What follows belongs to an exercise in optimizing a design on an open flow for small area; a production flow would make more cautious choices. The RTL was checked by simulation tests, not by an equivalence proof against the original design. Power is estimated from default activity; no workload was simulated.

$ cat flow/design.v
package skf_pkg;
    localparam int VALUE_W   = 32;
    localparam int COV_FRAC  = 30;
    localparam int COV_W     = COV_FRAC + 2;
    localparam int REG_W     = COV_W;
    localparam int CFG_IDX_W = 2;
    localparam logic [CFG_IDX_W-1:0] REG_PROCESS_NOISE     = CFG_IDX_W'(0);
    localparam logic [CFG_IDX_W-1:0] REG_MEASUREMENT_NOISE = CFG_IDX_W'(1);
    localparam logic [REG_W-1:0]     Q_RESET   = REG_W'(1073742);
    localparam logic [REG_W-1:0]     R_RESET   = REG_W'(10737418);
    localparam logic [2:0] P_IDLE = 3'b000;   
    localparam logic [2:0] P_PRE  = 3'b001;   
    localparam logic [2:0] P_DIV  = 3'b010;   
    localparam logic [2:0] P_CCPY = 3'b011;   
    localparam logic [2:0] P_EMUL = 3'b100;   
    localparam logic [2:0] P_CMUL = 3'b101;   
    localparam logic [2:0] P_ECPY = 3'b110;   
    localparam logic [4:0] PC_FIRST = 5'b00001;
    localparam logic [4:0] PC_LAST  = 5'b01000;   
endpackage
module skf_sadd (
    input  logic a,
    input  logic b,
    input  logic ci,
    output logic s,
    output logic co
);
    assign s  = a ^ b ^ ci;
    assign co = (a & b) | (ci & (a ^ b));
endmodule
import skf_pkg::*;
module scalar_kalman_filter_unit (
    input  logic                                 i_clk,
    input  logic                                 i_rst_n,
    input  logic                                 i_in_valid,
    output logic                                 o_in_stall,
    input  logic signed [skf_pkg::VALUE_W-1:0]   i_sample,
    output logic                                 o_out_valid,
    input  logic                                 i_out_stall,
    output logic signed [skf_pkg::VALUE_W-1:0]   o_estimate,
    input  logic                                 i_cfg_we,
    input  logic [skf_pkg::CFG_IDX_W-1:0]        i_cfg_index,
    input  logic [skf_pkg::REG_W-1:0]            i_cfg_data
);
    logic [4:0]  r_cyc;         
    logic [4:0]  r_pc;          
    logic [2:0]  r_ph;
    logic        r_out_valid;
    logic [REG_W-1:0]   r_q, r_r;
    logic [VALUE_W-1:0] r_est;
    logic [31:0]        r_cov;   
    logic [31:0]        r_rem;   
    logic [32:0]        r_g;     
    logic [31:0]        r_smp;   
    logic               r_qdef, r_rdef, r_covdef, r_estz;
    logic r_c1, r_c2, r_c3;      
    logic r_d;                   
    logic r_gcap;                
    logic r_seen;                
    logic r_rneg;                
    logic r_satp, r_satd;        
    logic r_rz, r_s1z, r_s1m;    
    logic [REG_W-1:0]   q_reset, r_reset;
    assign q_reset = Q_RESET;
    assign r_reset = R_RESET;
    logic j0, j31;
    logic ph_idle, ph_pre, ph_div, ph_emul, ph_ecpy, ph_cmul, ph_ccpy;
    logic q_bit, r_bit, s_bit, cov_bit, pred_bit, est_bit;
    logic g_bit, m_bit;
    logic gz, gm, div_sign, gbit_w;
    logic a_x, a_y, a_ci, a_s, a_co;
    logic b_x, b_ci, b_s, b_co, den_bit;
    logic sub, acc_bit, m_x, m_y, m_ci, m_s, m_co, m_hi;
    logic mul, est_sh, est_in, cov_in, rem31_in, rem30_in, g30_in, g0_in;
    assign j0  = (r_cyc == 5'd0);
    assign j31 = (r_cyc == 5'd31);
    assign ph_idle = (r_ph == P_IDLE);
    assign ph_pre  = (r_ph == P_PRE);
    assign ph_div  = (r_ph == P_DIV);
    assign ph_emul = (r_ph == P_EMUL);
    assign ph_ecpy = r_ph[2] && r_ph[1];
    assign ph_cmul = (r_ph == P_CMUL);
    assign ph_ccpy = (r_ph == P_CCPY);
    assign mul     = r_ph[2] && !r_ph[1];
    assign q_bit    = r_qdef ? q_reset[r_cyc] : r_q[r_cyc];
    assign r_bit    = r_rdef ? r_reset[r_cyc] : r_r[r_cyc];
    assign s_bit    = i_sample[r_cyc];
    assign cov_bit  = r_covdef ? (r_cyc == 5'd30) : r_cov[0];
    assign pred_bit = r_satp || r_cov[0];
    assign est_bit  = !r_estz && r_est[0];
    assign g_bit = j0 ? r_g[0] : r_gcap;
    assign m_bit = g_bit ^ r_seen;
    assign a_x  = ph_pre ? cov_bit : (g_bit && r_smp[0]);
    assign a_y  = ph_pre ? q_bit : (m_bit && est_bit);
    assign a_ci = !j0 && r_c1;
    skf_sadd u_add_a (.a(a_x), .b(a_y), .ci(a_ci), .s(a_s), .co(a_co));
    assign b_x  = ph_pre ? a_s : pred_bit;
    assign b_ci = !j0 && r_c2;
    skf_sadd u_add_b (.a(b_x), .b(r_bit), .ci(b_ci), .s(b_s), .co(b_co));
    assign den_bit = r_satd || b_s;
    assign sub     = !r_rneg;
    assign acc_bit = (r_pc != PC_FIRST) && r_rem[0];
    assign m_x     = ph_div ? (!j0 && r_d) : acc_bit;
    assign m_y     = ph_div ? (den_bit ^ sub) : (ph_emul ? a_s : (m_bit && pred_bit));
    assign m_ci    = j0 ? (ph_div && sub) : r_c3;
    skf_sadd u_add_m (.a(m_x), .b(m_y), .ci(m_ci), .s(m_s), .co(m_co));
    assign div_sign = r_rem[0] ^ sub ^ m_co;
    assign m_hi     = ph_emul ? (m_x ^ a_x ^ a_y ^ a_co ^ m_co) : m_co;
    assign gz     = r_rz && r_s1z && !r_satp;
    assign gm     = !gz && (r_satp || r_s1m || r_rz);
    assign gbit_w = gm || (!gz && !div_sign);
    assign cov_in   = ph_pre  ? a_s :
                      ph_ccpy ? (r_seen ? r_rem[0] : r_cov[0]) : r_cov[0];
    assign rem31_in = ph_pre ? a_s : ph_div ? m_s : (mul && j31) ? m_hi : r_rem[0];
    assign rem30_in = (mul && !j0) ? m_s : r_rem[31];
    assign g30_in   = r_ph[2] ? r_g[0] : r_g[31];
    assign g0_in    = (ph_div && j31) ? gbit_w : r_g[1];
    assign est_sh   = r_ph[2] && !r_ph[0];
    assign est_in   = ph_ecpy ? (r_seen ? r_rem[0] : (!r_estz && r_est[0])) : r_est[0];
    always_ff @(posedge i_clk) begin
        r_cov <= {cov_in, r_cov[31:1]};
        r_rem <= {rem31_in, rem30_in, r_rem[30:1]};
        r_g   <= {r_g[0], r_g[32], g30_in, r_g[30:2], g0_in};
        r_smp <= {ph_pre ? s_bit : r_smp[0], r_smp[31:1]};
        if (est_sh) r_est <= {est_in, r_est[VALUE_W-1:1]};
        r_c1 <= a_co;
        r_c2 <= b_co;
        r_c3 <= m_co;
        r_d  <= r_rem[0];
        if (j0) r_gcap <= r_g[0];
        if (ph_idle) begin
            r_rz  <= 1'b1;
            r_s1z <= 1'b1;
            r_s1m <= 1'b1;
        end else if (ph_pre) begin
            r_rz  <= r_rz && !r_bit;
            r_s1z <= r_s1z && !a_s;
            r_s1m <= r_s1m && a_s;
        end
        if (ph_pre && j31) begin
            r_satp <= a_co;
            r_satd <= b_co;
        end
        if (ph_pre) r_rneg <= 1'b0;
        else if (ph_div && j31) r_rneg <= div_sign;
        if (j31) begin
            r_seen <= mul && (r_seen || g_bit);
        end
        if (i_cfg_we && i_cfg_index == REG_PROCESS_NOISE) r_q <= i_cfg_data;
        if (i_cfg_we && i_cfg_index == REG_MEASUREMENT_NOISE) r_r <= i_cfg_data;
        if (!i_rst_n) begin
            r_cyc       <= '0;
            r_pc        <= PC_FIRST;
            r_ph        <= P_IDLE;
            r_out_valid <= 1'b0;
            r_qdef      <= 1'b1;
            r_rdef      <= 1'b1;
            r_covdef    <= 1'b1;
            r_estz      <= 1'b1;
        end else begin
            r_cyc <= r_cyc + 5'd1;
            if (i_cfg_we && i_cfg_index == REG_PROCESS_NOISE) r_qdef <= 1'b0;
            if (i_cfg_we && i_cfg_index == REG_MEASUREMENT_NOISE) r_rdef <= 1'b0;
            if (ph_pre && j31) r_covdef <= 1'b0;
            if (ph_ecpy && j31) r_estz <= 1'b0;
            if (ph_ecpy && j31) begin
                r_out_valid <= 1'b1;
            end else if (!i_out_stall) begin
                r_out_valid <= 1'b0;
            end
            if (j31) begin
                r_pc <= ((ph_div || mul) && r_pc != PC_LAST) ? {r_pc[3:0], r_pc[4] ^ r_pc[2]} : PC_FIRST;
                case (r_ph)
                    P_IDLE: if (i_in_valid && (!r_out_valid || !i_out_stall)) r_ph <= P_PRE;
                    P_PRE:  r_ph <= P_DIV;
                    P_DIV:  if (r_pc == PC_LAST) r_ph <= P_EMUL;
                    P_EMUL: if (r_pc == PC_LAST) r_ph <= P_ECPY;
                    P_ECPY: r_ph <= P_CMUL;
                    P_CMUL: if (r_pc == PC_LAST) r_ph <= P_CCPY;
                    default: r_ph <= P_IDLE;
                endcase
            end
        end
    end
    assign o_in_stall  = !(ph_pre && j31);
    assign o_out_valid = r_out_valid;
    assign o_estimate  = r_est;
endmodule
$ cat flow/flow/run.sh
#!/bin/bash
# Standard ORFS layout, with the smallest buffer on the ports and a clock tree
# of small buffers without dummy loads. Make's output goes to flow.log here;
# each ORFS step keeps its own log under orfs/logs.
set -euo pipefail
bash standard.sh \
  "BUFFER_PORTS_ARGS=-buffer_cell sky130_fd_sc_hd__buf_1" \
  "CTS_ARGS=-sink_clustering_enable -repair_clock_nets -buf_list sky130_fd_sc_hd__clkbuf_8 -sink_clustering_size 20 -sink_clustering_max_diameter 60 -root_buf sky130_fd_sc_hd__clkbuf_4 -tree_buf sky130_fd_sc_hd__clkbuf_4 -dont_use_dummy_load" \
  finish > flow.log 2>&1
$ cat flow/standard.sh
#!/bin/bash
# synth_recipe.tcl (not shown) runs the flow's synth.tcl, then flattens the netlist and writes it again
# the make line also repeats each setting of config.mk as NAME=value (left out here)
make -C /OpenROAD-flow-scripts/flow DESIGN_CONFIG=/design/flow/config.mk WORK_HOME=/design/flow/orfs CLKGATE_MAP_FILE= SYNTH_SCRIPT=/design/flow/synth_recipe.tcl "${@:-finish}"
$ cat flow/config.mk
export PLATFORM = sky130hd
export DESIGN_NAME = scalar_kalman_filter_unit
export DESIGN_NICKNAME = scalar_kalman_filter_unit
export VERILOG_FILES = /design/flow/design.v
export SDC_FILE = /design/flow/constraint.sdc
export NUM_CORES = 4
export LEC_CHECK = 0
export CAP_MARGIN = 20
export CORE_MARGIN = 2
export CORE_UTILIZATION = 40
export SLEW_MARGIN = 20
$ cat flow/constraint.sdc
create_clock -name core_clock -period 12.0 [get_ports {i_clk}]
set_input_delay 2.4000 -clock core_clock [delete_from_list [all_inputs] [get_ports {i_clk}]]
set_output_delay 2.4000 -clock core_clock [all_outputs]
set_load 0.01 [all_outputs]
==> results of run 1 <==
## state kept, by name, summed over array words and instances, names as in the netlist, 3 cells and up
register  count
r_g          33
r_cov        32
r_est        32
r_q          32
r_r          32
r_rem        32
r_smp        32
r_cyc         5
r_pc          5
r_ph          3
## metrics by stage
| stage | cell area, um2 | hold slack [ps] | worst slack (ps) | utilization |
|---|---|---|---|---|
| finish | 8980 | 277 | 6360 | 0.447 |
| global route | 8980 | 267 | 5910 | 0.447 |
| CTS | 8980 | 281 | 6120 | 0.446 |
| detailed placement | 8760 | 312 | 6100 | 0.436 |
| global placement | 8760 | 313 | 6270 | 0.436 |
| floorplan | 8130 | 310 | 6690 | - |
## power by group through the flow
stage	Combinational (uW)	Clock, uW	Sequential (uW)
2_1_floorplan	44.6	0	933
6_report	57.2	346	920
5_1_grt	62.7	394	923
3_5_place_dp	57.1	0	940
4_1_cts	57.3	365	920
3_3_place_gp	56.1	0	940
## path summary, 6_finish.rpt
kind | from | end | slack, ps | depth (start not counted)
setup / recovery | r_cyc[1]$_SDFF_PN0_ | r_g[0]$_DFF_P_ | 6360 | 24
hold / removal | r_smp[30]$_DFF_P_ | r_smp[29]$_DFF_P_ | 280 | 0
setup reg to reg | r_cyc[1]$_SDFF_PN0_ | r_g[0]$_DFF_P_ | 6360 | 24
hold reg to reg | r_smp[30]$_DFF_P_ | r_smp[29]$_DFF_P_ | 280 | 0
## cells in the final DEF (no fill, tap or decap), types with 3 or more instances in the layout
| master | count |
|---|---|
| dfxtp_1 | 155 |
| buf_1 | 104 |
| edfxtp_1 | 99 |
| nor2_1 | 26 |
| nand2_1 | 20 |
| mux4_2 | 17 |
| a21oi_1 | 16 |
| mux2i_1 | 15 |
| inv_1 | 14 |
| clkbuf_8 | 14 |
| o21ai_0 | 11 |
| nand2b_1 | 8 |
| nand3_1 | 8 |
| and2_1 | 7 |
| a211oi_1 | 7 |
| nor3_1 | 7 |
| xnor2_1 | 6 |
| nor2b_1 | 5 |
| nand4_1 | 5 |
| ha_1 | 5 |
| o21ai_1 | 4 |
| a31oi_1 | 4 |
| o211ai_1 | 4 |
| buf_4 | 4 |
| nor3b_1 | 3 |
| or3_1 | 3 |
| o31ai_1 | 3 |
| mux2_2 | 3 |
| fa_1 | 3 |
| clkbuf_4 | 3 |
## layout make-up
| type | count | area share |
|---|---|---|
| repair buffers | 108 | 0.0468 |
| well taps | 270 | 0.0376 |
| flip-flops and latches | 255 | 0.679 |
| inverters | 15 | 0.00627 |
| diodes | 1 | 0.000279 |
| multi-input cells | 230 | 0.206 |
| clock buffers | 17 | 0.0240 |
## critical path: cells and delay by family (launching register included)
family	cells	cell delay (ps)
AOI/OAI and AO/OA	5	500
xor gates and xnor gates	3	480
adders and majority gates	5	2040
muxes	1	230
and+or+nand+nor	7	1330
buffers and inverters	3	590
DFF	1	310
## routing by layer
layer	global-route usage	routed length, um	up-vias	share of wire
met5	0	0	-	0
met4	0.0393	415	0	0.030
met3	0.0228	522	26	0.038
met2	0.204	6300	118	0.46
met1	0.181	6530	2126	0.47
li1	-	-	2098	-
## cell families (layout without fill, tap and decap cells)
kind of cell,count (synthesis),in the layout,synth area share
xor gates and xnor gates,8,8,0.00862
adders and majority gates,8,8,0.0151
AOI/OAI and AO/OA,70,70,0.0580
muxes,37,37,0.0738
and+or+nand+nor,107,107,0.0709
buffers and inverters,39,140,0.0240
DFF,255,255,0.750
other,0,1,0
==> results.py, run 1 <==
metrics = {
    "setup_path": {
        "slowest_stage": "or4b_4",
        "crit_chain": "buf_4 > inv_1 > ha_1 > or4b_4 > mux2i_4 > ha_1 > nand2_1 > o21ai_0 > nand4_1 > inv_1 > fa_1 > nor2_1 > a21oi_1 > fa_1 > nor2_1 > xnor2_1 > a21oi_1 > fa_1 > xnor2_1 > xnor2_1 > nor3_1 > a21oi_1 > nor2_1 > a31oi_1",
        "cp_slowest_stage_delay_ps": 540,
        "cp_data_arrival_time_ps": 6090,
        "critical_path_required_ps": 12460,
        "crit_path_max_fanout": 38,
        "critPathLaunchType": "flop",
        "endpoint_kind": "flop",
        "setup.worst_path.class": "reg -> reg",
    },
    "sta": {
        "relSlewSlack": 0.413,
        "fin_tns_setup_ps": 0,
        "worst_pin_slew_ps": 880,
        "hold_viol": 0,
        "setup_viol": 0,
        "fin_skew_ps": 47.3,
        "period_share": 0.470,
        "fin_crit_ps": 5640,
        "grt_setup_unrepaired": "no",
        "drv_slew": 0,
        "max_freq_ghz": 0.177,
    },
    "layout": {
        "layout-drive-gt1-share": 0.0816,
        "fin_nets": 706,
        "finalNonFillerCells": 896,
        "syn_to_final_growth_pct": 10.4,
        "multiInputGateArea_um2": 1850,
        "fill_cells": 1801,
        "ff_latch_area_um2": 6100,
    },
    "flow_run": {
        "max_cap_viol_count": 0,
    },
    "clock_tree": {
        "cts_made_buffers": 17,
        "cts_tree": "done",
        "post_cts_buffers": 0,
        "root_buffer": "clkbuf_4",
        "clk_latency_ps": 600,
        "clockBufferDepth": 3,
        "clock-sinks": 255,
        "path_clk_slew_ps": 120,
        "cts_resized": 0,
        "htreeDepth": 1,
        "hold_buffers": 0,
    },
    "yosys": {
        "ys_types": 63,
        "synthArstFlopShare": 0,
        "synth_ff_type": "dfxtp_1",
        "synth_most_common_cell": "dfxtp_1",
        "synth_nets": 603,
        "synth-edff-count": 99,
        "synth.avg_cell_area_um2": 15.5,
        "ys_top_cells_by_count": "156 x dfxtp_1, 99 x edfxtp_1, 26 x nor2_1",
        "syn_area_um2": 8130,
        "synth_top_area_cell": "dfxtp_1",
        "ys_warn_count": 1,
        "yosys.area.top_type_share": 0.384,
        "synth-seq-cells": 255,
        "synth_seq_area_share": 0.750,
        "synth.area.top_cells": "dfxtp_1 38%, edfxtp_1 37%, mux4_2 4.7%",
        "synth_cells": 524,
    },
    "power": {
        "p_clk_frac": 0.261,
        "swShare": 0.202,
        "peakVddDrop_mv": 0.0936,
        "p_seq_frac": 0.696,
        "power.total_uw": 1320,
        "comb_power_share": 0.043,
        "cellLeakagePower_uw": 0.00312,
        "p_switching_uw": 267,
        "p_int_uw": 1060,
        "p_per_area_nw_per_um2": 147,
    },
    "placement": {
        "io_buffers": 104,
        "post-dp-hpwl_mm": 9.17,
        "placedCellCount": 878,
        "place_congestion": 0.812,
    },
    "floorplanning": {
        "die_h_um": 147,
        "core-area_um2": 20100,
        "die_x_um": 147,
        "dieArea_um2": 21500,
        "initial_core_util": 0.405,
        "num_io_pins": 105,
        "placement_rows": 52,
    },
    "hold_path": {
        "hold_class": "reg -> reg",
    },
    "status": {
        "outcome": "complete, no violations",
    },
    "route": {
        "routed_wl_mm": 13.8,
        "first_pass_iters": 6,
        "vias": 4368,
        "wl_per_cell_um": 15.4,
        "vias_per_cell": 4.88,
        "drt-initial-drc-count": 283,
        "antenna_left": 0,
        "drc": 0,
    },
    "grt": {
        "grt_pass1_vias": 4300,
        "grt_pass1_wl_mm": 22.4,
        "antenna_found_initial": 1,
        "grt_use_total": 0.128,
        "grt_overflow_total": 0,
        "grt_max_degree": 42,
    },
}
==> inputs of run 2 (changes only) <==
--- a/flow/design.v
+++ b/flow/design.v
@@ -10,11 +10,9 @@
     localparam logic [REG_W-1:0]     R_RESET   = REG_W'(10737418);
-    localparam logic [2:0] P_IDLE = 3'b000;   
-    localparam logic [2:0] P_PRE  = 3'b001;   
-    localparam logic [2:0] P_DIV  = 3'b010;   
-    localparam logic [2:0] P_CCPY = 3'b011;   
-    localparam logic [2:0] P_EMUL = 3'b100;   
-    localparam logic [2:0] P_CMUL = 3'b101;   
-    localparam logic [2:0] P_ECPY = 3'b110;   
-    localparam logic [4:0] PC_FIRST = 5'b00001;
-    localparam logic [4:0] PC_LAST  = 5'b01000;   
+    localparam logic [2:0] P_IDLE = 3'd0;   
+    localparam logic [2:0] P_PRE  = 3'd1;   
+    localparam logic [2:0] P_DIV  = 3'd2;   
+    localparam logic [2:0] P_EMUL = 3'd3;   
+    localparam logic [2:0] P_ECPY = 3'd4;   
+    localparam logic [2:0] P_CMUL = 3'd5;   
+    localparam logic [2:0] P_CCPY = 3'd6;   
 endpackage
@@ -53,4 +51,4 @@
     logic [32:0]        r_g;     
-    logic [31:0]        r_smp;   
-    logic               r_qdef, r_rdef, r_covdef, r_estz;
+    logic               r_qdef, r_rdef;
+    logic               r_fresh;  
     logic r_c1, r_c2, r_c3;      
@@ -67,3 +65,3 @@
     logic ph_idle, ph_pre, ph_div, ph_emul, ph_ecpy, ph_cmul, ph_ccpy;
-    logic q_bit, r_bit, s_bit, cov_bit, pred_bit, est_bit;
+    logic q_bit, r_bit, s_bit, cov_bit, pred_bit, est_bit, smp_bit, take;
     logic g_bit, m_bit;
@@ -80,6 +78,6 @@
     assign ph_emul = (r_ph == P_EMUL);
-    assign ph_ecpy = r_ph[2] && r_ph[1];
+    assign ph_ecpy = (r_ph == P_ECPY);
     assign ph_cmul = (r_ph == P_CMUL);
     assign ph_ccpy = (r_ph == P_CCPY);
-    assign mul     = r_ph[2] && !r_ph[1];
+    assign mul     = ph_emul || ph_cmul;
     assign q_bit    = r_qdef ? q_reset[r_cyc] : r_q[r_cyc];
@@ -87,8 +85,9 @@
     assign s_bit    = i_sample[r_cyc];
-    assign cov_bit  = r_covdef ? (r_cyc == 5'd30) : r_cov[0];
+    assign cov_bit  = r_fresh ? (r_cyc == 5'd30) : r_cov[0];
     assign pred_bit = r_satp || r_cov[0];
-    assign est_bit  = !r_estz && r_est[0];
+    assign est_bit  = !r_fresh && r_est[0];
+    assign smp_bit  = r_fresh ? r_est[0] : s_bit;
     assign g_bit = j0 ? r_g[0] : r_gcap;
     assign m_bit = g_bit ^ r_seen;
-    assign a_x  = ph_pre ? cov_bit : (g_bit && r_smp[0]);
+    assign a_x  = ph_pre ? cov_bit : (g_bit && smp_bit);
     assign a_y  = ph_pre ? q_bit : (m_bit && est_bit);
@@ -101,3 +100,3 @@
     assign sub     = !r_rneg;
-    assign acc_bit = (r_pc != PC_FIRST) && r_rem[0];
+    assign acc_bit = (r_pc != 5'd0) && r_rem[0];
     assign m_x     = ph_div ? (!j0 && r_d) : acc_bit;
@@ -115,6 +114,7 @@
     assign rem30_in = (mul && !j0) ? m_s : r_rem[31];
-    assign g30_in   = r_ph[2] ? r_g[0] : r_g[31];
+    assign g30_in   = (mul || ph_ecpy) ? r_g[0] : r_g[31];
     assign g0_in    = (ph_div && j31) ? gbit_w : r_g[1];
-    assign est_sh   = r_ph[2] && !r_ph[0];
-    assign est_in   = ph_ecpy ? (r_seen ? r_rem[0] : (!r_estz && r_est[0])) : r_est[0];
+    assign est_sh   = ph_emul || ph_ecpy || (ph_pre && r_fresh);
+    assign est_in   = ph_pre  ? s_bit :
+                      ph_ecpy ? (r_seen ? r_rem[0] : (!r_fresh && r_est[0])) : r_est[0];
     always_ff @(posedge i_clk) begin
@@ -123,3 +123,2 @@
         r_g   <= {r_g[0], r_g[32], g30_in, r_g[30:2], g0_in};
-        r_smp <= {ph_pre ? s_bit : r_smp[0], r_smp[31:1]};
         if (est_sh) r_est <= {est_in, r_est[VALUE_W-1:1]};
@@ -152,3 +151,3 @@
             r_cyc       <= '0;
-            r_pc        <= PC_FIRST;
+            r_pc        <= '0;
             r_ph        <= P_IDLE;
@@ -157,4 +156,3 @@
             r_rdef      <= 1'b1;
-            r_covdef    <= 1'b1;
-            r_estz      <= 1'b1;
+            r_fresh     <= 1'b1;
         end else begin
@@ -163,4 +161,3 @@
             if (i_cfg_we && i_cfg_index == REG_MEASUREMENT_NOISE) r_rdef <= 1'b0;
-            if (ph_pre && j31) r_covdef <= 1'b0;
-            if (ph_ecpy && j31) r_estz <= 1'b0;
+            if (ph_ecpy && j31) r_fresh <= 1'b0;
             if (ph_ecpy && j31) begin
@@ -171,3 +168,3 @@
             if (j31) begin
-                r_pc <= ((ph_div || mul) && r_pc != PC_LAST) ? {r_pc[3:0], r_pc[4] ^ r_pc[2]} : PC_FIRST;
+                r_pc <= ((ph_div || mul) && r_pc != 5'd29) ? r_pc + 5'd1 : 5'd0;
                 case (r_ph)
@@ -175,6 +172,6 @@
                     P_PRE:  r_ph <= P_DIV;
-                    P_DIV:  if (r_pc == PC_LAST) r_ph <= P_EMUL;
-                    P_EMUL: if (r_pc == PC_LAST) r_ph <= P_ECPY;
+                    P_DIV:  if (r_pc == 5'd29) r_ph <= P_EMUL;
+                    P_EMUL: if (r_pc == 5'd29) r_ph <= P_ECPY;
                     P_ECPY: r_ph <= P_CMUL;
-                    P_CMUL: if (r_pc == PC_LAST) r_ph <= P_CCPY;
+                    P_CMUL: if (r_pc == 5'd29) r_ph <= P_CCPY;
                     default: r_ph <= P_IDLE;
@@ -184,3 +181,4 @@
     end
-    assign o_in_stall  = !(ph_pre && j31);
+    assign take        = r_fresh ? ph_pre : (ph_emul && r_pc == 5'd29);
+    assign o_in_stall  = !(take && j31);
     assign o_out_valid = r_out_valid;
==> flow/flow/run.sh (replaced) <==
#!/bin/bash
# Standard ORFS layout (the standard.sh) with three changes:
#  - synthesis is the standard flow's own, but abc maps with an area-oriented script
#    (flow/synth_area.tcl, flow/area.abc); registers are mapped as before;
#  - the port buffers are the smallest buffer, buf_1;
#  - the clock tree uses clkbuf_8 leaves, clkbuf_4 above them, no dummy loads.
# Make's output goes to flow.log here; each ORFS step keeps its own log under
# orfs/logs.
set -euo pipefail
here=$PWD
export FLOW_SYNTH_TCL=$here/synth_recipe.tcl
export AREA_ABC_SCRIPT=$here/flow/area.abc
bash standard.sh \
  "SYNTH_SCRIPT=$here/flow/synth_area.tcl" \
  "BUFFER_PORTS_ARGS=-buffer_cell sky130_fd_sc_hd__buf_1" \
  "CTS_ARGS=-sink_clustering_enable -repair_clock_nets -buf_list sky130_fd_sc_hd__clkbuf_8 -sink_clustering_size 20 -sink_clustering_max_diameter 60 -root_buf sky130_fd_sc_hd__clkbuf_4 -tree_buf sky130_fd_sc_hd__clkbuf_4 -dont_use_dummy_load" \
  finish > flow.log 2>&1
==> flow/flow/area.abc (new file) <==
strash
dch
map -a
==> flow/flow/synth_area.tcl (new file) <==
# The standard synthesis (synth_recipe.tcl, which sources ORFS synth.tcl),
# with one change: abc maps the logic with the area-oriented script in
# AREA_ABC_SCRIPT instead of ORFS's delay-oriented one. Every other abc
# argument (liberty, don't-use cells, constraints) is kept.
proc abc {args} {
  set out {}
  set i 0
  while {$i < [llength $args]} {
    set a [lindex $args $i]
    if {$a eq "-script"} {
      incr i
      lappend out -script $::env(AREA_ABC_SCRIPT)
    } else {
      lappend out $a
    }
    incr i
  }
  yosys abc {*}$out
}
source $::env(FLOW_SYNTH_TCL)
--- a/flow/config.mk
+++ b/flow/config.mk
@@ -9,3 +9,3 @@
 export CORE_MARGIN = 2
-export CORE_UTILIZATION = 40
+export CORE_UTILIZATION = 50
 export SLEW_MARGIN = 20
==> run 2 against run 1 <==
  * Utilization grew 13 points
  * Clock-buffer cell count shrank 1
  * Critical path depth shrank 1
  * Combinational power grew 7.0%
  * Sequential share of layout area shrank 0.36 points
==> results.py, run 2 <==
metrics = {
    "clock_tree": {
        "path_clk_slew_ps": 110,
        "hold_buffers": 0,
        "root_buffer": "clkbuf_4",
        "post_cts_buffers": 0,
        "cts_made_buffers": 16,
        "htreeDepth": 1,
        "cts_tree": "done",
        "clock-sinks": 222,
        "clockBufferDepth": 3,
        "clk_latency_ps": 600,
        "cts_resized": 0,
    },
    "layout": {
        "final_common_cell": "dfxtp_1",
        "fin_nets": 758,
        "largest_reg_flops": 33,
        "final_cell_mix": "123 x dfxtp_1, 104 x buf_1, 99 x edfxtp_1",
        "layout-drive-gt1-share": 0.0386,
        "syn_to_final_growth_pct": 12.2,
        "top_register": "r_g",
        "finalNonFillerCells": 856,
    },
    "yosys": {
        "synth-seq-cells": 222,
        "synth_most_common_cell": "dfxtp_1",
        "synth_top_area_cell": "edfxtp_1",
        "yosys.area.top_type_share": 0.414,
        "synthAdderAreaFrac": 0.0223,
        "yosys.area_share.simple": 0.0724,
        "ys_types": 31,
        "synth_cells": 548,
        "syn_area_um2": 7170,
        "synth_nets": 630,
        "synth.avg_cell_area_um2": 13.1,
        "synth_ff_type": "dfxtp_1",
        "synthMuxAreaShare": 0,
        "ys_top_cells_by_count": "123 x dfxtp_1, 99 x edfxtp_1, 66 x nor2_1",
        "synthArstFlopShare": 0,
        "synth-compound-area-share": 0.117,
        "synth_seq_area_share": 0.758,
        "synth_top_family_by_area": "compound AO/OA/AOI/OAI gates",
        "synthXorXnorAreaFrac": 0.0110,
        "synth-edff-count": 99,
        "ys_warn_count": 1,
        "synth.area.top_cells": "edfxtp_1 41%, dfxtp_1 34%, o21ai_0 4.2%",
    },
    "grt": {
        "antenna_found_initial": 1,
        "grt_pass1_wl_mm": 21.5,
        "grt_overflow_total": 0,
        "grt_max_degree": 40,
        "grt_pass1_vias": 4366,
        "grt_use_total": 0.181,
    },
    "route": {
        "wl_per_cell_um": 15.8,
        "drc": 0,
        "antenna_left": 0,
        "first_pass_iters": 5,
        "drt-initial-drc-count": 323,
        "routed_wl_mm": 13.5,
        "vias": 4527,
        "vias_per_cell": 5.29,
    },
    "placement": {
        "place_congestion": 0.906,
        "io_buffers": 104,
        "placedCellCount": 838,
        "post-dp-hpwl_mm": 9.23,
    },
    "power": {
        "cellLeakagePower_uw": 0.00270,
        "p_per_area_nw_per_um2": 147,
        "p_switching_uw": 248,
        "peakVddDrop_mv": 0.101,
        "swShare": 0.210,
        "p_int_uw": 932,
        "p_seq_frac": 0.684,
        "comb_power_share": 0.052,
        "p_clk_frac": 0.264,
    },
    "setup_path": {
        "path_buf_inv": 4,
        "crit_path_max_fanout": 28,
        "critical_path_required_ps": 12500,
        "endpoint": "r_g[0]$_DFF_P_",
        "worst-path-stages": 23,
        "reg2reg_to": "r_g[0]$_DFF_P_",
        "critPathLaunch": "r_cyc[1]$_SDFF_PN0_",
        "cp_top_family": "adder cells",
        "ff2ff_setup_slack_ps": 5990,
        "slowest_stage": "clkinv_1",
        "reg2reg_from": "r_cyc[1]$_SDFF_PN0_",
        "cp_data_arrival_time_ps": 6510,
        "critPathLaunchType": "flop",
        "reg2regPathDepth": 23,
        "crit_chain": "buf_4 > clkinv_1 > ha_1 > nand4_1 > nand2_1 > o21ai_0 > clkinv_1 > ha_1 > a31oi_1 > a31o_2 > fa_1 > clkinv_1 > nor2_1 > a21oi_1 > fa_1 > nor2_1 > xnor2_1 > o221ai_1 > fa_1 > xnor2_1 > xnor2_1 > o21bai_1 > a31oi_1",
        "endpoint_kind": "flop",
        "cp_slowest_stage_delay_ps": 680,
        "setup.worst_path.class": "reg -> reg",
    },
    "floorplanning": {
        "die_x_um": 124,
        "core-area_um2": 13900,
        "dieArea_um2": 15300,
        "placement_rows": 43,
        "initial_core_util": 0.515,
        "die_h_um": 124,
        "num_io_pins": 105,
    },
    "sta": {
        "grt_setup_unrepaired": "no",
        "hold_viol": 0,
        "max_freq_ghz": 0.167,
        "drv_slew": 0,
        "relSlewSlack": 0.473,
        "fin_skew_ps": 70.4,
        "fin_tns_setup_ps": 0,
        "setup_viol": 0,
        "fin_crit_ps": 6010,
        "worst_pin_slew_ps": 785,
        "period_share": 0.500,
    },
    "hold_path": {
        "holdPathStages": 0,
        "hold_class": "reg -> reg",
    },
    "flow_run": {
        "max_cap_viol_count": 0,
    },
    "status": {
        "outcome": "complete, no violations",
    },
}
==> run 2: metrics by stage <==
stage	setup slack (ps)	power [uW]	util	hold slack [ps]	instance area, um2
after global routing	5410	1230	0.577	316	8050
after CTS	6000	1200	0.577	312	8040
after global placement	5700	884	0.563	311	7840
after detailed placement	5600	886	0.563	312	7840
final	5990	1180	0.577	305	8050
after floorplan	6010	858	-	310	7170
==> run 2: kinds of logic (layout without fill, tap and decap cells) <==
group	count (synthesis)	count (layout)
buf+inv	37	163
flops	222	222
xor+xnor	9	9
compound gates	139	139
simple gates	130	130
fa+ha+maj	11	11
other cells	0	2
==> run 2: power by group through the flow <==
stage | clock network [uW] | logic (uW) | registers, uW
global route | 351 | 69.1 | 809
global placement | 0 | 59.9 | 824
detailed placement | 0 | 61.0 | 825
CTS | 327 | 61.2 | 807
finish | 312 | 61.2 | 807
floorplan | 0 | 33.1 | 825
==> run 2: layout make-up <==
class / instances / area (um2)
Clock buffer: 16 / 201
Sequential cell: 222 / 5440
Antenna cell: 2 / 5.00
Fill cell: 1211 / 5890
Inverter: 37 / 139
Timing Repair Buffer: 110 / 435
Multi-Input combinational cell: 289 / 1600
Tap cell: 180 / 225
==> run 2: how the worst min path moves through the flow <==
stage / startpoint / end
3_5_place_dp: r_rem[7]$_DFF_P_ / r_rem[6]$_DFF_P_
2_1_floorplan: r_cov[1]$_DFF_P_ / r_cov[0]$_DFF_P_
6_report: r_g[8]$_DFF_P_ / r_g[7]$_DFF_P_
4_1_cts: r_g[8]$_DFF_P_ / r_g[7]$_DFF_P_
3_3_place_gp: r_cov[15]$_DFF_P_ / r_cov[14]$_DFF_P_
5_1_grt: r_g[8]$_DFF_P_ / r_g[7]$_DFF_P_
==> run 2: per-layer routing <==
metal,up-vias,wire (um),GRT usage
li1,2218,-,-
met1,2142,6310,0.249
met2,144,6110,0.296
met3,23,760,0.0339
met4,0,332,0.0526
met5,-,0,0
==> inputs of run 3 (changes only) <==
==> flow/flow/area.abc (replaced) <==
strash
dch
amap
==> run 3 against run 2 <==
  * Area after synthesis down 0.38%
  * Non-clock buffer count up 1
  * Sequential share of layout area up 0.17 points
  * Power up 0.59%
  * Die area down 0.37%
  * Critical path depth up 2
  * Global-route usage up 0.35 points
  * Critical path type is now in -> reg
==> results.py, run 3 <==
metrics = {
    "status": {
        "outcome": "complete, no violations",
    },
    "floorplanning": {
        "core-area_um2": 13900,
        "die_x_um": 124,
        "die_h_um": 124,
        "placement_rows": 43,
        "dieArea_um2": 15300,
        "num_io_pins": 105,
        "initial_core_util": 0.513,
    },
    "setup_path": {
        "critPathLaunchType": "input pin",
        "path_buf_inv": 4,
        "reg2regPathDepth": 27,
        "crit_path_max_fanout": 3,
        "cp_top_family": "compound AO/OA/AOI/OAI gates",
        "setup.worst_path.class": "in -> reg",
        "critical_path_required_ps": 12470,
        "worst-path-stages": 25,
        "slowest_stage": "fa_1",
        "endpoint_kind": "flop",
        "cp_data_arrival_time_ps": 7180,
        "cp_slowest_stage_delay_ps": 480,
    },
    "placement": {
        "dpl_worst_slack_ps": 4710,
        "place_congestion": 0.862,
        "placedCellCount": 806,
        "io_buffers": 104,
        "post-dp-hpwl_mm": 9.27,
    },
    "yosys": {
        "synth_seq_area_share": 0.761,
        "ys_top_cells_by_count": "123 x dfxtp_1, 99 x edfxtp_1, 48 x nor2_1",
        "yosys.area.top_type_share": 0.416,
        "synth_nets": 597,
        "ys_types": 41,
        "synth-compound-area-share": 0.136,
        "synth-edff-count": 99,
        "synthArstFlopShare": 0,
        "synth_ff_type": "dfxtp_1",
        "yosys.area_share.simple": 0.0590,
        "synth_top_family_by_area": "compound AO/OA/AOI/OAI gates",
        "synthXorXnorAreaFrac": 0,
        "ys_warn_count": 1,
        "synthAdderAreaFrac": 0.0224,
        "synthMuxAreaShare": 0,
        "synth_most_common_cell": "dfxtp_1",
        "synth.area.top_cells": "edfxtp_1 42%, dfxtp_1 34%, nor2_1 2.5%",
        "synth.avg_cell_area_um2": 13.9,
        "synth_cells": 515,
        "synth-seq-cells": 222,
        "syn_area_um2": 7150,
        "synth_top_area_cell": "edfxtp_1",
    },
    "layout": {
        "layout-drive-gt1-share": 0.0389,
        "largest_reg_flops": 33,
        "fin_nets": 726,
        "finalNonFillerCells": 823,
        "fill_cells": 1191,
        "syn_to_final_growth_pct": 12.3,
        "final_cell_mix": "123 x dfxtp_1, 104 x buf_1, 99 x edfxtp_1",
        "final_common_cell": "dfxtp_1",
        "top_register": "r_g",
    },
    "sta": {
        "hold_viol": 0,
        "grt_setup_unrepaired": "no",
        "max_freq_ghz": 0.149,
        "worst_pin_slew_ps": 665,
        "fin_tns_setup_ps": 0,
        "whs_ps": 328,
        "drv_slew": 0,
        "period_share": 0.559,
        "relSlewSlack": 0.555,
        "fin_crit_ps": 6710,
        "setup_viol": 0,
        "fin_ws_ps": 5290,
        "fin_skew_ps": 64.8,
    },
    "grt": {
        "antenna_found_initial": 1,
        "grt_pass1_vias": 4175,
        "grt_pass1_wl_mm": 21.8,
        "grt_max_degree": 44,
        "grt_use_total": 0.185,
        "grt_overflow_total": 0,
    },
    "hold_path": {
        "hold_class": "reg -> reg",
        "holdPathStages": 0,
    },
    "route": {
        "antenna_left": 0,
        "drc": 0,
        "first_pass_iters": 5,
        "routed_wl_mm": 13.9,
        "wl_per_cell_um": 16.9,
        "vias": 4485,
        "vias_per_cell": 5.45,
        "drt-initial-drc-count": 377,
    },
    "clock_tree": {
        "clk_latency_ps": 580,
        "clock-sinks": 222,
        "root_buffer": "clkbuf_4",
        "post_cts_buffers": 0,
        "cts_tree": "done",
        "clockBufferDepth": 3,
        "cts_made_buffers": 16,
        "cts_resized": 0,
        "htreeDepth": 1,
        "path_clk_slew_ps": 100,
        "hold_buffers": 0,
    },
    "power": {
        "p_per_area_nw_per_um2": 148,
        "power.total_uw": 1190,
        "cellLeakagePower_uw": 0.00269,
        "peakVddDrop_mv": 0.0910,
    },
    "flow_run": {
        "max_cap_viol_count": 0,
    },
}
-- run 3: logic make-up (layout without fill, tap and decap cells) --
logic type,count (synthesis),after routing
and+or+nand+nor,99,99
other,0,1
buffers and inverters,41,168
AOI/OAI and AO/OA,142,142
adders and majority gates,11,11
DFF,222,222
-- run 3: final cells by class --
class	count	area (um2)	area share
Inverter	41	154	0.0192
Clock buffer	16	201	0.0251
Tap cell	180	225	0.0281
Sequential cell	222	5440	0.677
Antenna cell	1	2.50	0.000312
Multi-Input combinational cell	252	1560	0.195
Timing Repair Buffer	111	443	0.0552
-- run 3: path summary, 6_finish.rpt --
| path | from | end | slack, ps |
|---|---|---|---|
| worst min-delay path | r_g[11]$_DFF_P_ | r_g[10]$_DFF_P_ | 330 |
| worst min register to register | r_g[11]$_DFF_P_ | r_g[10]$_DFF_P_ | 330 |
| worst max-delay path | i_sample[28] | r_g[0]$_DFF_P_ | 5290 |
| worst max register to register | r_cyc[0]$_SDFF_PN0_ | r_g[0]$_DFF_P_ | 5930 |
-- run 3: per-layer routing --
metal | GRT usage | vias to the layer above | share of wire
li1 | - | 2181 | -
met1 | 0.249 | 2141 | 0.44
met2 | 0.309 | 143 | 0.48
met3 | 0.0374 | 20 | 0.058
met4 | 0.0426 | 0 | 0.019
met5 | 0 | - | 0
-- run 3: report_power, final --
group          internal (uW)  total, uW  switching [uW]  leakage, uW
sequential               801        806            5.12      0.00190
clock                    109        315             206     0.000107
combinational           24.1       66.6            42.5     0.000682
total                    934       1190             253      0.00269
-- run 3: stage by stage --
step | util | area, um2
detailed placement | 0.561 | 7820
finish | 0.576 | 8030
floorplan | - | 7150
global placement | 0.561 | 7820
global route | 0.576 | 8030
CTS | 0.576 | 8020
==> inputs of run 4 (changes only) <==
--- a/flow/flow/run.sh
+++ b/flow/flow/run.sh
@@ -15,3 +15,3 @@
   "BUFFER_PORTS_ARGS=-buffer_cell sky130_fd_sc_hd__buf_1" \
-  "CTS_ARGS=-sink_clustering_enable -repair_clock_nets -buf_list sky130_fd_sc_hd__clkbuf_8 -sink_clustering_size 20 -sink_clustering_max_diameter 60 -root_buf sky130_fd_sc_hd__clkbuf_4 -tree_buf sky130_fd_sc_hd__clkbuf_4 -dont_use_dummy_load" \
+  "CTS_ARGS=-sink_clustering_enable -repair_clock_nets -buf_list sky130_fd_sc_hd__clkbuf_8 -sink_clustering_size 20 -sink_clustering_max_diameter 45 -root_buf sky130_fd_sc_hd__clkbuf_4 -tree_buf sky130_fd_sc_hd__clkbuf_4 -dont_use_dummy_load" \
   finish > flow.log 2>&1
==> run 4 against run 3 <==
  * Critical path type unchanged
  * Utilization is 0.40 points higher
  * Critical path depth is the same
  * Worst hold slack worse by 28 ps
  * Clock-buffer cell count up 4
  * Die area did not move
  * Clock power rose by 11%
  * Routed wire length hardly changed
==> results.py, run 4 <==
metrics = {
    "yosys": {
        "ys_warn_count": 1,
        "synth_ff_type": "dfxtp_1",
        "synth_top_area_cell": "edfxtp_1",
        "synth_cells": 515,
        "synth-seq-cells": 222,
        "synth_nets": 597,
        "synth.avg_cell_area_um2": 13.9,
        "synth.area.top_cells": "edfxtp_1 42%, dfxtp_1 34%, nor2_1 2.5%",
        "syn_area_um2": 7150,
        "ys_types": 41,
        "yosys.area.top_type_share": 0.416,
        "synth-edff-count": 99,
        "synthArstFlopShare": 0,
        "synth_seq_area_share": 0.761,
        "synth_most_common_cell": "dfxtp_1",
        "ys_top_cells_by_count": "123 x dfxtp_1, 99 x edfxtp_1, 48 x nor2_1",
    },
    "flow_run": {
        "max_cap_viol_count": 0,
    },
    "clock_tree": {
        "clockBufferDepth": 3,
        "root_buffer": "clkbuf_4",
        "cts_made_buffers": 20,
        "clock-sinks": 222,
        "cts_resized": 0,
        "cts_tree": "done",
        "htreeDepth": 1,
        "hold_buffers": 0,
        "clk_latency_ps": 620,
        "post_cts_buffers": 0,
        "path_clk_slew_ps": 80,
    },
    "grt": {
        "grt_pass1_vias": 4223,
        "antenna_found_initial": 1,
        "grt_max_degree": 44,
        "grt_overflow_total": 0,
        "grt_pass1_wl_mm": 22.0,
        "grt_use_total": 0.187,
    },
    "setup_path": {
        "critPathLaunchType": "input pin",
        "critical_path_required_ps": 12480,
        "setup.worst_path.class": "in -> reg",
        "cp_data_arrival_time_ps": 7220,
        "cp_top_family": "compound AO/OA/AOI/OAI gates",
        "cp_slowest_stage_delay_ps": 480,
        "slowest_stage": "fa_1",
        "endpoint_kind": "flop",
        "crit_path_max_fanout": 3,
        "path_buf_inv": 4,
    },
    "layout": {
        "syn_to_final_growth_pct": 13.1,
        "fin_nets": 730,
        "top_register": "r_g",
        "fill_cells": 1189,
        "largest_reg_flops": 33,
        "final_common_cell": "dfxtp_1",
        "finalNonFillerCells": 827,
        "final_cell_mix": "123 x dfxtp_1, 104 x buf_1, 99 x edfxtp_1",
        "layout-drive-gt1-share": 0.0449,
        "final_util": 0.580,
        "design_area_um2": 8080,
    },
    "placement": {
        "placedCellCount": 806,
        "dpl_worst_slack_ps": 4710,
        "io_buffers": 104,
        "placed_cell_area_um2": 7820,
        "post-dp-hpwl_mm": 9.27,
        "place_congestion": 0.862,
    },
    "power": {
        "p_per_area_nw_per_um2": 151,
        "peakVddDrop_mv": 0.0943,
        "cellLeakagePower_uw": 0.00272,
    },
    "status": {
        "outcome": "complete, no violations",
    },
    "floorplanning": {
        "die_x_um": 124,
        "die_h_um": 124,
        "initial_core_util": 0.513,
        "num_io_pins": 105,
        "placement_rows": 43,
        "core-area_um2": 13900,
        "dieArea_um2": 15300,
    },
    "route": {
        "wl_per_cell_um": 16.8,
        "drc": 0,
        "vias": 4478,
        "vias_per_cell": 5.41,
        "routed_wl_mm": 13.9,
        "drt-initial-drc-count": 411,
        "first_pass_iters": 5,
        "antenna_left": 0,
    },
    "sta": {
        "worst_pin_slew_ps": 666,
        "max_freq_ghz": 0.148,
        "fin_crit_ps": 6740,
        "period_share": 0.562,
        "relSlewSlack": 0.555,
        "fin_skew_ps": 51.7,
        "fin_ws_ps": 5260,
        "fin_tns_setup_ps": 0,
        "drv_slew": 0,
        "grt_setup_unrepaired": "no",
        "setup_viol": 0,
        "hold_viol": 0,
    },
    "hold_path": {
        "hold_class": "reg -> reg",
    },
}
run 4: cell counts after synthesis:
No cell type changed its count.
run 4: kinds of logic (layout without fill, tap and decap cells):
logic type / Yosys count / in the layout / synth area share
flops: 222 / 222 / 0.761
other cells: 0 / 1 / 0
compound gates: 142 / 142 / 0.136
simple gates: 99 / 99 / 0.0590
fa+ha+maj: 11 / 11 / 0.0224
buf+inv: 41 / 172 / 0.0215
run 4: layout make-up:
type                            count  area [um2]  share of cell area
Tap cell                          180         225              0.0279
Sequential cell                   222        5440               0.673
Antenna cell                        1        2.50            0.000310
Timing Repair Buffer              111         443              0.0548
Clock buffer                       20         256              0.0317
Inverter                           41         154              0.0190
Multi-Input combinational cell    252        1560               0.194
run 4: path summary, 6_finish.rpt:
check                           slack [ps]               end  depth (start not counted)           startpoint
worst max-delay path                  5260    r_g[0]$_DFF_P_                         25         i_sample[28]
worst min-delay path                   300  r_cov[1]$_DFF_P_                          0     r_cov[2]$_DFF_P_
worst min register to register         300  r_cov[1]$_DFF_P_                          0     r_cov[2]$_DFF_P_
worst max register to register        5900    r_g[0]$_DFF_P_                         27  r_cyc[0]$_SDFF_PN0_
run 4: through the flow:
step	hold WS, ps	power [uW]
after global placement	311	889
after detailed placement	312	891
after floorplan	310	860
after CTS	307	1240
final	300	1220
after global routing	305	1280
run 4: power breakdown:
group | internal, uW | switching [uW]
logic | 24.1 | 42.7
registers | 801 | 5.12
clock network | 137 | 212
total | 962 | 260
run 4: routing by layer:
layer | global-route usage | routed length, um
met1 | 0.253 | 6190
met2 | 0.306 | 6650
met3 | 0.0374 | 767
met4 | 0.0568 | 306
met5 | 0 | 0
==> inputs of run 5 (changes only) <==
--- a/flow/flow/run.sh
+++ b/flow/flow/run.sh
@@ -15,3 +15,3 @@
   "BUFFER_PORTS_ARGS=-buffer_cell sky130_fd_sc_hd__buf_1" \
-  "CTS_ARGS=-sink_clustering_enable -repair_clock_nets -buf_list sky130_fd_sc_hd__clkbuf_8 -sink_clustering_size 20 -sink_clustering_max_diameter 45 -root_buf sky130_fd_sc_hd__clkbuf_4 -tree_buf sky130_fd_sc_hd__clkbuf_4 -dont_use_dummy_load" \
+  "CTS_ARGS=-sink_clustering_enable -repair_clock_nets -buf_list sky130_fd_sc_hd__clkbuf_8 -sink_clustering_size 16 -sink_clustering_max_diameter 50 -root_buf sky130_fd_sc_hd__clkbuf_4 -tree_buf sky130_fd_sc_hd__clkbuf_4 -dont_use_dummy_load" \
   finish > flow.log 2>&1
==> run 5 against run 4 <==
  * Clock skew is 15 ps higher
  * Global-route usage is 0.10 points lower
  * Sequential cell count stayed put
  * Register-to-register slack better by 110 ps
  * Die area stayed put
  * Routed wire length is 0.65% higher
  * First-iteration DRC count is 11% higher
  * Critical path depth stayed put
  * Clock power is 1% lower
  * Sequential share of layout area is 0.14 points higher
  * Worst hold slack worse by 1.2 ps
  * Critical path type unchanged
==> results.py, run 5 <==
metrics = {
    "setup_path": {
        "ff2ff_setup_slack_ps": 6010,
        "cp_slowest_stage_delay_ps": 480,
        "path_buf_inv": 4,
        "reg2reg_to": "r_g[0]$_DFF_P_",
        "endpoint_kind": "flop",
        "crit_path_max_fanout": 3,
        "critical_path_required_ps": 12490,
        "reg2reg_from": "r_cyc[0]$_SDFF_PN0_",
        "slowest_stage": "fa_1",
        "cp_top_family": "compound AO/OA/AOI/OAI gates",
        "setup.worst_path.class": "in -> reg",
        "critPathLaunchType": "input pin",
        "reg2regPathDepth": 27,
        "cp_data_arrival_time_ps": 7150,
        "critPathLaunch": "i_sample[28]",
    },
    "sta": {
        "max_freq_ghz": 0.150,
        "worst_pin_slew_ps": 642,
        "setup_viol": 0,
        "fin_crit_ps": 6660,
        "drv_slew": 0,
        "grt_setup_unrepaired": "no",
        "hold_viol": 0,
        "fin_skew_ps": 66.6,
        "fin_tns_setup_ps": 0,
        "period_share": 0.555,
        "relSlewSlack": 0.570,
    },
    "grt": {
        "grt_max_degree": 44,
        "grt_pass1_wl_mm": 21.9,
        "grt_overflow_total": 0,
        "grt_use_total": 0.186,
        "antenna_found_initial": 0,
        "grt_pass1_vias": 4199,
    },
    "clock_tree": {
        "root_buffer": "clkbuf_4",
        "post_cts_buffers": 0,
        "clk_latency_ps": 630,
        "cts_made_buffers": 19,
        "htreeDepth": 1,
        "hold_buffers": 0,
        "path_clk_slew_ps": 90,
        "clock-sinks": 222,
        "cts_resized": 0,
        "cts_tree": "done",
        "clockBufferDepth": 3,
    },
    "power": {
        "p_per_area_nw_per_um2": 151,
        "peakVddDrop_mv": 0.0933,
        "cellLeakagePower_uw": 0.00272,
    },
    "hold_path": {
        "holdPathStages": 0,
        "hold_start": "r_rem[29]$_DFF_P_",
        "holdPathEnd": "r_rem[28]$_DFF_P_",
        "hold_class": "reg -> reg",
    },
    "layout": {
        "fin_nets": 729,
        "multiInputGateArea_um2": 1560,
        "design_area_um2": 8060,
        "top_register": "r_g",
        "antenna_cells": 0,
        "finalNonFillerCells": 825,
        "final_util": 0.579,
        "final_common_cell": "dfxtp_1",
        "ff_latch_area_um2": 5440,
        "layout-drive-gt1-share": 0.0434,
        "largest_reg_flops": 33,
        "fill_cells": 1192,
        "final_cell_mix": "123 x dfxtp_1, 104 x buf_1, 99 x edfxtp_1",
        "syn_to_final_growth_pct": 12.9,
    },
    "yosys": {
        "synth-edff-count": 99,
        "synth_nets": 597,
        "synth-seq-cells": 222,
        "ys_types": 41,
        "syn_area_um2": 7150,
        "synth_most_common_cell": "dfxtp_1",
        "synth_seq_area_share": 0.761,
        "ys_top_cells_by_count": "123 x dfxtp_1, 99 x edfxtp_1, 48 x nor2_1",
        "synth.avg_cell_area_um2": 13.9,
        "synth.area.top_cells": "edfxtp_1 42%, dfxtp_1 34%, nor2_1 2.5%",
        "synth_top_area_cell": "edfxtp_1",
        "ys_warn_count": 1,
        "synth_cells": 515,
        "synth_ff_type": "dfxtp_1",
        "synthArstFlopShare": 0,
        "yosys.area.top_type_share": 0.416,
    },
    "route": {
        "drc": 0,
        "wl_met3_um": 812,
        "routed_wl_mm": 14.0,
        "topRoutingLayerUsed": "met4",
        "met1Wirelength_mm": 6.17,
        "vias": 4505,
        "antenna_left": 0,
        "drt-initial-drc-count": 458,
        "vias_per_cell": 5.46,
        "first_pass_iters": 5,
        "wl_per_cell_um": 17.0,
        "wl_met2_mm": 6.70,
    },
    "floorplanning": {
        "core-area_um2": 13900,
        "initial_core_util": 0.513,
        "die_x_um": 124,
        "dieArea_um2": 15300,
        "num_io_pins": 105,
        "placement_rows": 43,
        "die_h_um": 124,
    },
    "placement": {
        "placedCellCount": 806,
        "post-dp-hpwl_mm": 9.27,
        "place_congestion": 0.862,
        "io_buffers": 104,
        "placed_cell_area_um2": 7820,
    },
    "status": {
        "outcome": "complete, no violations",
    },
    "flow_run": {
        "max_cap_viol_count": 0,
    },
}
run 5: worst register-to-register path: cells and delay by family (launching register included):
kind / cells / cell delay (ps)
adder cells (fa/ha/maj): 3 / 1320
flip-flops: 1 / 310
buffers and inverters: 6 / 1170
AO/OA/AOI/OAI: 14 / 2620
AND/OR/NAND/NOR: 4 / 500
run 5: area by class of cell:
type | count | area share
tap | 180 | 0.0279
sequential | 222 | 0.674
timing repair buffer | 111 | 0.0549
inverter | 41 | 0.0191
multi-input combinational | 252 | 0.194
clock buffer | 19 | 0.0301
run 5: where the power goes:
part / switching, uW / internal [uW] / total [uW] / leakage (uW)
registers: 5.13 / 801 / 806 / 0.00190
clock network: 214 / 130 / 344 / 0.000129
logic: 42.3 / 24.1 / 66.5 / 0.000682
total: 261 / 955 / 1220 / 0.00272
run 5: cells by family (layout without fill, tap and decap cells):
group / count (synthesis) / in the layout / synth area share
compound gates: 142 / 142 / 0.136
fa+ha+maj: 11 / 11 / 0.0224
buf+inv: 41 / 171 / 0.0215
flops: 222 / 222 / 0.761
simple gates: 99 / 99 / 0.0590
run 5: metrics by stage:
stage	total power, uW	setup WS, ps	hold slack, ps
after floorplan	860	5430	310
after global placement	889	4910	311
after detailed placement	891	4710	312
after CTS	1230	5350	291
after global routing	1270	4940	293
final	1220	5340	299
run 5: worst max-delay path by stage:
stage	cells after the start	to	slack, ps
6_report	25	r_g[0]$_DFF_P_	5340
5_1_grt	25	r_g[0]$_DFF_P_	4940
4_1_cts	25	r_g[0]$_DFF_P_	5350
3_5_place_dp	25	r_g[0]$_DFF_P_	4710
3_3_place_gp	25	r_g[0]$_DFF_P_	4910
2_1_floorplan	24	r_g[0]$_DFF_P_	5430
run 5: routing by layer:
layer | vias up | GRT usage
met1 | 2161 | 0.256
met5 | - | 0
met4 | 0 | 0.0476
met2 | 135 | 0.305
li1 | 2189 | -
met3 | 20 | 0.0360
==> inputs of run 6 (changes only) <==
--- a/flow/design.v
+++ b/flow/design.v
@@ -10,9 +10,11 @@
     localparam logic [REG_W-1:0]     R_RESET   = REG_W'(10737418);
-    localparam logic [2:0] P_IDLE = 3'd0;   
-    localparam logic [2:0] P_PRE  = 3'd1;   
-    localparam logic [2:0] P_DIV  = 3'd2;   
-    localparam logic [2:0] P_EMUL = 3'd3;   
-    localparam logic [2:0] P_ECPY = 3'd4;   
-    localparam logic [2:0] P_CMUL = 3'd5;   
-    localparam logic [2:0] P_CCPY = 3'd6;   
+    localparam logic [2:0] P_IDLE = 3'b000;   
+    localparam logic [2:0] P_PRE  = 3'b001;   
+    localparam logic [2:0] P_DIV  = 3'b010;   
+    localparam logic [2:0] P_CCPY = 3'b011;   
+    localparam logic [2:0] P_EMUL = 3'b100;   
+    localparam logic [2:0] P_CMUL = 3'b101;   
+    localparam logic [2:0] P_ECPY = 3'b110;   
+    localparam logic [4:0] PC_FIRST = 5'b00001;
+    localparam logic [4:0] PC_LAST  = 5'b01000;   
 endpackage
@@ -59,3 +61,3 @@
     logic r_satp, r_satd;        
-    logic r_rz, r_s1z, r_s1m;    
+    logic r_eq, r_dz;            
     logic [REG_W-1:0]   q_reset, r_reset;
@@ -67,3 +69,3 @@
     logic g_bit, m_bit;
-    logic gz, gm, div_sign, gbit_w;
+    logic eq_now, dz_now, div_sign, gbit_w;
     logic a_x, a_y, a_ci, a_s, a_co;
@@ -78,6 +80,6 @@
     assign ph_emul = (r_ph == P_EMUL);
-    assign ph_ecpy = (r_ph == P_ECPY);
+    assign ph_ecpy = r_ph[2] && r_ph[1];
     assign ph_cmul = (r_ph == P_CMUL);
     assign ph_ccpy = (r_ph == P_CCPY);
-    assign mul     = ph_emul || ph_cmul;
+    assign mul     = r_ph[2] && !r_ph[1];
     assign q_bit    = r_qdef ? q_reset[r_cyc] : r_q[r_cyc];
@@ -100,3 +102,3 @@
     assign sub     = !r_rneg;
-    assign acc_bit = (r_pc != 5'd0) && r_rem[0];
+    assign acc_bit = (r_pc != PC_FIRST) && r_rem[0];
     assign m_x     = ph_div ? (!j0 && r_d) : acc_bit;
@@ -107,5 +109,5 @@
     assign m_hi     = ph_emul ? (m_x ^ a_x ^ a_y ^ a_co ^ m_co) : m_co;
-    assign gz     = r_rz && r_s1z && !r_satp;
-    assign gm     = !gz && (r_satp || r_s1m || r_rz);
-    assign gbit_w = gm || (!gz && !div_sign);
+    assign eq_now = r_eq && (den_bit == pred_bit);
+    assign dz_now = r_dz && !den_bit;
+    assign gbit_w = !dz_now && (eq_now || !div_sign);
     assign cov_in   = ph_pre  ? a_s :
@@ -114,3 +116,3 @@
     assign rem30_in = (mul && !j0) ? m_s : r_rem[31];
-    assign g30_in   = (mul || ph_ecpy) ? r_g[0] : r_g[31];
+    assign g30_in   = r_ph[2] ? r_g[0] : r_g[31];
     assign g0_in    = (ph_div && j31) ? gbit_w : r_g[1];
@@ -129,10 +131,8 @@
         if (j0) r_gcap <= r_g[0];
-        if (ph_idle) begin
-            r_rz  <= 1'b1;
-            r_s1z <= 1'b1;
-            r_s1m <= 1'b1;
-        end else if (ph_pre) begin
-            r_rz  <= r_rz && !r_bit;
-            r_s1z <= r_s1z && !a_s;
-            r_s1m <= r_s1m && a_s;
+        if (ph_pre) begin
+            r_eq <= 1'b1;
+            r_dz <= 1'b1;
+        end else if (ph_div) begin
+            r_eq <= eq_now;
+            r_dz <= dz_now;
         end
@@ -140,3 +140,3 @@
             r_satp <= a_co;
-            r_satd <= b_co;
+            r_satd <= b_co || a_co;    
         end
@@ -151,3 +151,3 @@
             r_cyc       <= '0;
-            r_pc        <= '0;
+            r_pc        <= PC_FIRST;
             r_ph        <= P_IDLE;
@@ -168,3 +168,3 @@
             if (j31) begin
-                r_pc <= ((ph_div || mul) && r_pc != 5'd29) ? r_pc + 5'd1 : 5'd0;
+                r_pc <= ((ph_div || mul) && r_pc != PC_LAST) ? {r_pc[3:0], r_pc[4] ^ r_pc[2]} : PC_FIRST;
                 case (r_ph)
@@ -172,6 +172,6 @@
                     P_PRE:  r_ph <= P_DIV;
-                    P_DIV:  if (r_pc == 5'd29) r_ph <= P_EMUL;
-                    P_EMUL: if (r_pc == 5'd29) r_ph <= P_ECPY;
+                    P_DIV:  if (r_pc == PC_LAST) r_ph <= P_EMUL;
+                    P_EMUL: if (r_pc == PC_LAST) r_ph <= P_ECPY;
                     P_ECPY: r_ph <= P_CMUL;
-                    P_CMUL: if (r_pc == 5'd29) r_ph <= P_CCPY;
+                    P_CMUL: if (r_pc == PC_LAST) r_ph <= P_CCPY;
                     default: r_ph <= P_IDLE;
@@ -181,3 +181,3 @@
     end
-    assign take        = r_fresh ? ph_pre : (ph_emul && r_pc == 5'd29);
+    assign take        = r_fresh ? ph_pre : (ph_emul && r_pc == PC_LAST);
     assign o_in_stall  = !(take && j31);
==> run 6 against run 5 <==
  * Still clean on timing, DRC and antenna
  * Final cell count increased by 1.1%
  * Cell area decreased by 0.22%
  * Sequential share of layout area decreased by 0.10 points
  * Via count increased by 0.31%
  * Clock skew decreased by 8.8 ps
  * First-iteration DRC count decreased by 22%
  * Register-to-register slack got worse by 50 ps
  * Power increased by 1.2%
  * Combinational power increased by 6.2%
  * Worst hold slack improved by 8.6 ps
  * Setup slack improved by 150 ps
==> results.py, run 6 <==
metrics = {
    "status": {
        "outcome": "complete, no violations",
    },
    "layout": {
        "top_register": "r_g",
        "fill_cells": 1158,
        "finalNonFillerCells": 834,
        "syn_to_final_growth_pct": 13.3,
        "layout-drive-gt1-share": 0.0459,
        "final_cell_mix": "122 x dfxtp_1, 104 x buf_1, 99 x edfxtp_1",
        "final_common_cell": "dfxtp_1",
        "largest_reg_flops": 33,
        "fin_nets": 734,
    },
    "sta": {
        "hold_viol": 0,
        "worst_pin_slew_ps": 774,
        "fin_skew_ps": 57.8,
        "period_share": 0.543,
        "setup_viol": 0,
        "max_freq_ghz": 0.154,
        "relSlewSlack": 0.481,
        "drv_slew": 0,
        "fin_crit_ps": 6510,
        "grt_setup_unrepaired": "no",
        "fin_tns_setup_ps": 0,
    },
    "grt": {
        "grt_use_total": 0.185,
        "antenna_found_initial": 1,
        "grt_max_degree": 34,
        "grt_pass1_wl_mm": 22.0,
        "grt_pass1_vias": 4445,
        "grt_overflow_total": 0,
    },
    "placement": {
        "place_congestion": 0.850,
        "post-dp-hpwl_mm": 9.24,
        "placedCellCount": 812,
        "io_buffers": 104,
    },
    "floorplanning": {
        "core-area_um2": 13900,
        "die_h_um": 123,
        "placement_rows": 43,
        "num_io_pins": 105,
        "initial_core_util": 0.511,
        "die_x_um": 123,
        "dieArea_um2": 15200,
    },
    "clock_tree": {
        "clk_latency_ps": 610,
        "path_clk_slew_ps": 90,
        "htreeDepth": 1,
        "root_buffer": "clkbuf_4",
        "cts_made_buffers": 21,
        "hold_buffers": 0,
        "clockBufferDepth": 3,
        "cts_resized": 0,
        "cts_tree": "done",
        "post_cts_buffers": 0,
        "clock-sinks": 221,
    },
    "route": {
        "drt-initial-drc-count": 355,
        "first_pass_iters": 5,
        "wl_per_cell_um": 16.4,
        "antenna_left": 0,
        "routed_wl_mm": 13.7,
        "drc": 0,
        "vias_per_cell": 5.42,
        "vias": 4519,
    },
    "setup_path": {
        "crit_path_max_fanout": 4,
        "critPathLaunchType": "input pin",
        "cp_data_arrival_time_ps": 7040,
        "setup.worst_path.class": "in -> reg",
        "endpoint_kind": "flop",
        "critical_path_required_ps": 12520,
    },
    "yosys": {
        "synth_nets": 601,
        "synth.avg_cell_area_um2": 13.6,
        "synth_most_common_cell": "dfxtp_1",
        "synth-seq-cells": 221,
        "synth.area.top_cells": "edfxtp_1 42%, dfxtp_1 34%, nor2_1 3.5%",
        "synthArstFlopShare": 0,
        "ys_warn_count": 1,
        "synth-edff-count": 99,
        "ys_top_cells_by_count": "122 x dfxtp_1, 99 x edfxtp_1, 67 x nor2_1",
        "syn_area_um2": 7100,
        "ys_types": 37,
        "synth_cells": 522,
        "synth_ff_type": "dfxtp_1",
        "synth_seq_area_share": 0.763,
        "synth_top_area_cell": "edfxtp_1",
        "yosys.area.top_type_share": 0.419,
    },
    "power": {
        "p_int_uw": 967,
        "cellLeakagePower_uw": 0.00271,
        "p_clk_frac": 0.290,
        "comb_power_share": 0.057,
        "swShare": 0.214,
        "p_seq_frac": 0.653,
        "p_switching_uw": 263,
        "peakVddDrop_mv": 0.0942,
        "p_per_area_nw_per_um2": 153,
        "power.total_uw": 1230,
    },
    "flow_run": {
        "max_cap_viol_count": 0,
    },
    "hold_path": {
        "hold_class": "reg -> reg",
    },
}
[run 6: cells by family after synthesis]
| group | after synthesis | share of synthesized area |
|---|---|---|
| buffers and inverters | 46 | 0.0243 |
| and+or+nand+nor | 117 | 0.0666 |
| adders and majority gates | 8 | 0.0173 |
| xor gates and xnor gates | 1 | 0.00123 |
| DFF | 221 | 0.763 |
| AOI/OAI and AO/OA | 129 | 0.128 |
[run 6: area by class of cell]
class,instances,area (um2),area share
flip-flops and latches,221,5420,0.673
multi-input cells,255,1530,0.190
repair buffers,110,435,0.0541
clock buffers,21,270,0.0336
well taps,180,225,0.0280
inverters,46,173,0.0215
diodes,1,2.50,0.000311
[run 6: final timing paths]
check                       from             end  slack [ps]  cells after the start
max                 i_sample[26]  r_g[0]$_DFF_P_        5490                     25
min               r_g[7]$_DFF_P_  r_g[6]$_DFF_P_         310                      0
min reg2reg       r_g[7]$_DFF_P_  r_g[6]$_DFF_P_         310                      0
max reg2reg  r_cyc[1]$_SDFF_PN0_  r_g[0]$_DFF_P_        5960                     24
[run 6: power by group through the flow]
stage / Sequential [uW] / Clock [uW] / Combinational [uW]
final: 803 / 357 / 70.6
after global placement: 820 / 0 / 68.4
after detailed placement: 820 / 0 / 69.7
after global routing: 804 / 399 / 78.9
after CTS: 803 / 370 / 70.1
after floorplan: 821 / 0 / 39.7
[run 6: critical path: stages]
cell and delay, ps:
buf_1 70, a22oi_1 180, o22ai_1 100, a222oi_1 380
o21ai_0 180, o32ai_1 200, o22ai_1 130, nand3_1 80
o21ai_0 120, clkinv_1 100, fa_1 410, or2_0 270
o21a_1 140, fa_1 470, nor2b_1 150, clkinv_1 80
nor2_1 40, o32ai_1 410, fa_1 300, clkinv_1 110
o22ai_1 200, nor2_1 60, a21oi_1 170, nor2_1 80
o31ai_1 210
[run 6: metrics by stage]
stage,area [um2],hold WS (ps),util,setup WS [ps]
2_1_floorplan,7100,310,-,5530
6_report,8050,308,0.580,5490
5_1_grt,8050,318,0.580,5030
3_5_place_dp,7770,312,0.560,4940
3_3_place_gp,7770,311,0.560,5090
4_1_cts,8040,313,0.580,5580
[run 6: metal layers]
metal  routed length (um)  track usage
met5                    0            0
met4                  255       0.0504
met3                  982       0.0392
met2                 6030        0.291
met1                 6440        0.264

## re-timing with driven ports
The results above use ideal ports. As a check the final layouts listed here were re-extracted and re-timed, cells and wires unchanged.
Step 1: set_driving_cell puts a clkbuf_16 on i_clk and a buf_2 on each other input, an assumption about the parent block.
Step 2 adds t to the input delays and takes it off the output delays; t is the mean of the earliest and latest rising clock arrival at the registers after step 1. Input paths then give back, and output paths get back, about the clock's delay inside the block.
a / b / c = ideal ports / drivers / drivers and shift; a / b = the first two.
run | t (ns) | setup WS [ns] | hold WS [ns] | worst register clock-pin slew, ns | worst data-port slew with drivers (ns)
run 1 | 0.614 | 6.363 / 6.363 / 6.363 | 0.277 / 0.277 / 0.277 | 0.12 / 0.12 | 0.04
run 2 | 0.602 | 5.995 / 5.995 / 5.585 | 0.305 / 0.305 / 0.305 | 0.12 / 0.12 | 0.06
run 3 | 0.591 | 5.295 / 5.310 / 4.719 | 0.328 / 0.328 / 0.328 | 0.12 / 0.12 | 0.05
run 4 | 0.628 | 5.258 / 5.273 / 4.645 | 0.300 / 0.300 / 0.300 | 0.10 / 0.10 | 0.05
run 5 | 0.635 | 5.341 / 5.354 / 4.720 | 0.299 / 0.299 / 0.299 | 0.10 / 0.10 | 0.05
run 6 | 0.621 | 5.488 / 5.502 / 4.881 | 0.308 / 0.308 / 0.308 | 0.10 / 0.10 | 0.05
After both steps setup and hold are still met in every run listed. For run 5, which loses most, drivers alone change the setup slack by +0.013 ns; drivers and shift together by -0.621 ns.
